Source: an optimization exercise on an open RTL-to-GDS flow (aim: small area, a short achievable clock period and few clock cycles per item). Production flows keep margins and buffers that such runs may drop.
Function was checked by simulation only, so behaviour that the tests miss may differ from the original.
Power and IR drop assume default switching activity.

== try-zinc ==
## ldpc_dec_top
module ldpc_dec_top (
  input  logic         clk,
  input  logic         rst,
  input  logic         cyc,
  input  logic         stb,
  input  logic         we,
  input  logic [7:0]   adr,
  input  logic [31:0]  dat_w,
  output logic [31:0]  dat_r,
  output logic         ack
);
  localparam int NW   = 20;
  localparam int ND   = 18;
  localparam int NG   = 2;              
  localparam int GS   = ND / NG;        
  localparam int PIPE = 1;              
  logic [7:0]     w [NW];
  logic           ready, run;
  logic [GS:0]    ring;                 
  logic [GS-1:0]  rph;                  
  logic [GS-1:0]  wph;                  
  logic           wlast;                
  logic           req, wr, lo_ok, is_stat, go;
  logic [NW-1:0]  asel, sel;
  logic [7:0]     gm [NG];
  logic [7:0]     gq [NG];
  logic [7:0]     gf [NG];
  logic [7:0]     rw, rd;
  assign req     = cyc & stb;
  assign ack     = req;
  assign wr      = req & we;
  assign is_stat = adr == 8'h41;
  assign go      = wr & (adr == 8'h40) & dat_w[0];
  assign lo_ok = (adr[7:5] == 3'b000) & ~run;
  always_comb begin
    for (int i = 0; i < NW; i++)
      asel[i] = lo_ok & (adr[4:0] == 5'(i));
  end
  assign rph   = ring[GS-1:0];
  assign wph   = ring[GS:1];
  assign wlast = ring[GS];
  always_comb begin
    for (int i = 0; i < NW; i++)
      sel[i] = asel[i] | ((i < ND) ? rph[i % GS] : 1'b0);
  end
  always_comb begin
    rw = '0;
    for (int g = 0; g < NG; g++) begin
      gm[g] = '0;
      for (int j = 0; j < GS; j++)
        gm[g] = gm[g] | ({8{sel[g*GS+j]}} & w[g*GS+j]);
      rw = rw | gm[g];
    end
    for (int i = ND; i < NW; i++)
      rw = rw | ({8{sel[i]}} & w[i]);
  end
  for (genvar g = 0; g < NG; g++) begin : g_unit
    if (PIPE) begin : g_pipe
      always_ff @(posedge clk) gq[g] <= gm[g];
    end else begin : g_comb
      assign gq[g] = gm[g];
    end
    ldpc_fdec u_f (.x(gq[g]), .y(gf[g]));
  end
  assign rd    = rw & {8{~run}};
  assign dat_r = {{24{rd[7]}}, rd[7:1], rd[0] | (is_stat & (ready | wlast))};
  always_ff @(posedge clk) begin
    for (int i = 0; i < NW; i++) begin
      if (i < ND && run) begin
        if (wph[i % GS])
          w[i] <= gf[i / GS];
      end else if (wr && asel[i]) begin
        w[i] <= dat_w[7:0];
      end
    end
  end
  ...
Size in the first run: about 1200 cells after synthesis, about 190 flip-flops, ~78 I/O pins, ~0.010 mm2 of cells after synthesis.
==> flow/config.mk <==
export PLATFORM = sky130hd
export DESIGN_NAME = ldpc_dec_top
export DESIGN_NICKNAME = ldpc_dec_top
export VERILOG_FILES = /design/flow/design.v
export SDC_FILE = /design/flow/constraint.sdc
export NUM_CORES = 4
export LEC_CHECK = 0
export ABC_AREA = 1
export CAP_MARGIN = 20
export CORE_MARGIN = 2
export CORE_UTILIZATION = 50
export CTS_BUF_LIST = sky130_fd_sc_hd__clkbuf_4 sky130_fd_sc_hd__clkbuf_8
export GPL_ROUTABILITY_DRIVEN = 0
export SETUP_SLACK_MARGIN = 1.5
export SLEW_MARGIN = 20
==> flow/constraint.sdc <==
create_clock -name core_clock -period 4.0 [get_ports {clk}]
set_input_delay 0.8000 -clock core_clock [delete_from_list [all_inputs] [get_ports {clk}]]
set_output_delay 0.8000 -clock core_clock [all_outputs]
set_load 0.01 [all_outputs]
run.sh (not shown) runs the stock make flow with config.mk's settings and CLKGATE_MAP_FILE= SYNTH_SCRIPT=/design/flow/synth_recipe.tcl, a recipe that flattens the netlist after the stock synthesis.
try-zinc closes out successfully: all stages finished, all timing, DRC and antenna checks passed.
Testbench counts of try-zinc, summed over its fixed seeds: cycles 3,008, items 64.
The following lists how try-onyx was set up differently from try-zinc:
- CORE_UTILIZATION now 40, was 50
- ABC_AREA no longer set, was 1
- CTS_BUF_LIST no longer set, was sky130_fd_sc_hd__clkbuf_4 sky130_fd_sc_hd__clkbuf_8
- GPL_ROUTABILITY_DRIVEN no longer set, was 0
Notes after the runs:
- Overall power (try-zinc / try-onyx): 0.896
- Worst hold slack delta (try-onyx − try-zinc): favourable
- try-zinc -> try-onyx: share of synthesized cell area in full adder, half adder and majority cells flat
- The wire length of the first global-routing pass in try-onyx is 1.07 times that in try-zinc.
- try-onyx vs. try-zinc: number of vias per cell after detailed routing shows an increase of about 6%, maximum frequency fell 12%, initial DRC count up 27%, synthesized cell count went down 189, pre-CTS setup slack has decreased.
- Against try-zinc, try-onyx reports a design area that is higher.
- Net count after synthesis: try-onyx < try-zinc
### try-onyx -> try-cedar
- putting ABC_AREA at 1 where nothing was set
- putting PLACE_DENSITY at 0.75 where nothing was set
- putting CTS_BUF_LIST at sky130_fd_sc_hd__clkbuf_4 sky130_fd_sc_hd__clkbuf_8 where nothing was set
- swapping 40 for 50 in CORE_UTILIZATION
### Flow results
Minimum setup slack in the final design: try-cedar vs try-onyx up 0.34 ns. try-cedar reports its combinational family with the most area after synthesis as simple AND/OR/NAND/NOR gates while try-onyx reports compound AO/OA/AOI/OAI gates. Sort try-onyx and try-cedar by overall power of the completed layout, descending, and try-onyx comes first. A most common library cell in the layout ignoring fill and taps of sky130_fd_sc_hd__nand2_1 is what try-cedar shows, while sky130_fd_sc_hd__edfxtp_1 belongs to try-onyx. Going from try-onyx to try-cedar, die height went down, maximum achievable frequency +9.9%.

---

harbor:
Starting RTL as in the previous note.
==> flow/config.mk <==
export PLATFORM = sky130hd
export DESIGN_NAME = ldpc_dec_top
export DESIGN_NICKNAME = ldpc_dec_top
export VERILOG_FILES = /design/flow/design.v
export SDC_FILE = /design/flow/constraint.sdc
export NUM_CORES = 4
export LEC_CHECK = 0
export ABC_AREA = 1
export CAP_MARGIN = 20
export CORE_MARGIN = 2
export CORE_UTILIZATION = 50
export SETUP_SLACK_MARGIN = 1.5
export SLEW_MARGIN = 20
==> flow/constraint.sdc <==
create_clock -name core_clock -period 4.0 [get_ports {clk}]
set_input_delay 0.8000 -clock core_clock [delete_from_list [all_inputs] [get_ports {clk}]]
set_output_delay 0.8000 -clock core_clock [all_outputs]
set_load 0.01 [all_outputs]
Testbench counts of harbor, summed over its fixed seeds: cycles 3,008, items 64.
> inputs changed (harbor -> fjord)
Settings: CORE_UTILIZATION changed from 50 to 40.
--- outcome ---
Between fjord and harbor, fraction of final layout cells sized beyond drive strength 1 is higher for fjord, harbor comes in under that. Sort fjord and harbor by total instance count after detailed placement asc -> top: harbor. For the non-clock buffer count, fjord came in about 1.2% higher than harbor did. Relative to harbor, post-route fraction of the period consumed by the critical path decreased by 1.7 points in fjord. From harbor to fjord the numbers moved as follows: pin count of the biggest net entering global routing now smaller, switching part of the total power saw an increase. Delta (fjord minus harbor): largest stage delay on the critical path went down; routed wire length now sits higher. On fjord: worst hold slack is 0.012 ns higher than what harbor gave.
Changes in indigo relative to fjord:
Settings: removing ABC_AREA (formerly 1); setting ABC_CLOCK_PERIOD_IN_PS to 1500 for the first time.
==> notes.md <==
indigo vs fjord — wire length of the first global-routing pass climbed by a few percent. Measured against each other, fjord and indigo differ in worst slew margin relative to its limit, the lower figure coming from fjord. Of the two values seen for largest family of logic cells by synthesized area, simple AND/OR/NAND/NOR gates was produced by fjord and compound AO/OA/AOI/OAI gates by indigo. Measured against each other, fjord and indigo differ in global routing usage on met1, the lower figure coming from fjord. indigo reports a lower highest ir drop seen on vdd than fjord does.
### indigo -> yarrow
Settings: CORE_UTILIZATION now 50, was 40; ABC_AREA now 1, previously not set; CTS_BUF_LIST now sky130_fd_sc_hd__clkbuf_4 sky130_fd_sc_hd__clkbuf_8, previously not set; SETUP_SLACK_MARGIN now 2.5, was 1.5; ABC_CLOCK_PERIOD_IN_PS no longer set, was 1500.
==> comparison <==
yarrow completed end to end with timing, DRC and antenna clean. Per the comparison of yarrow with indigo, worst-case hold slack increased 0.017 ns; layout overhead on the synthesized area up 16 points; worst setup slack shows an increase of 0.32 ns; total wire length after detailed routing shows an increase of about 5.6%. For indigo, the timing startpoint of the critical path was adr[7], unlike yarrow, where it was adr[5].

==> separate check: timing with driven ports <==
How much do the figures lean on ideal ports? The routed layouts below were timed once more, with nothing changed but the port constraints.
Step 1 assumes that a clkbuf_16 drives the clock port and a buf_2 every other input.
Step 2 adds t to the input delays and takes it off the output delays; t is the mean of the earliest and latest rising clock arrival at the registers after step 1. Input paths then give back, and output paths get back, about the clock's delay inside the block.
a / b / c = ideal / step 1 / step 2; a / b = the first two.
run	t, ns	setup WS [ns]	worst setup path at the end
try-zinc	0.494	0.654 / 0.552 / 0.552	input to output
try-onyx	0.470	0.183 / 0.145 / -0.246	input to register
try-cedar	0.508	0.527 / 0.465 / 0.151	input to register
harbor	0.473	0.617 / 0.545 / 0.545	input to output
fjord	0.471	0.685 / 0.654 / 0.654	input to output
indigo	0.470	0.183 / 0.145 / -0.246	input to register
yarrow	0.508	0.506 / 0.472 / 0.472	input to output
With both steps, setup timing fails in try-onyx and indigo, where it was met with ideal ports.
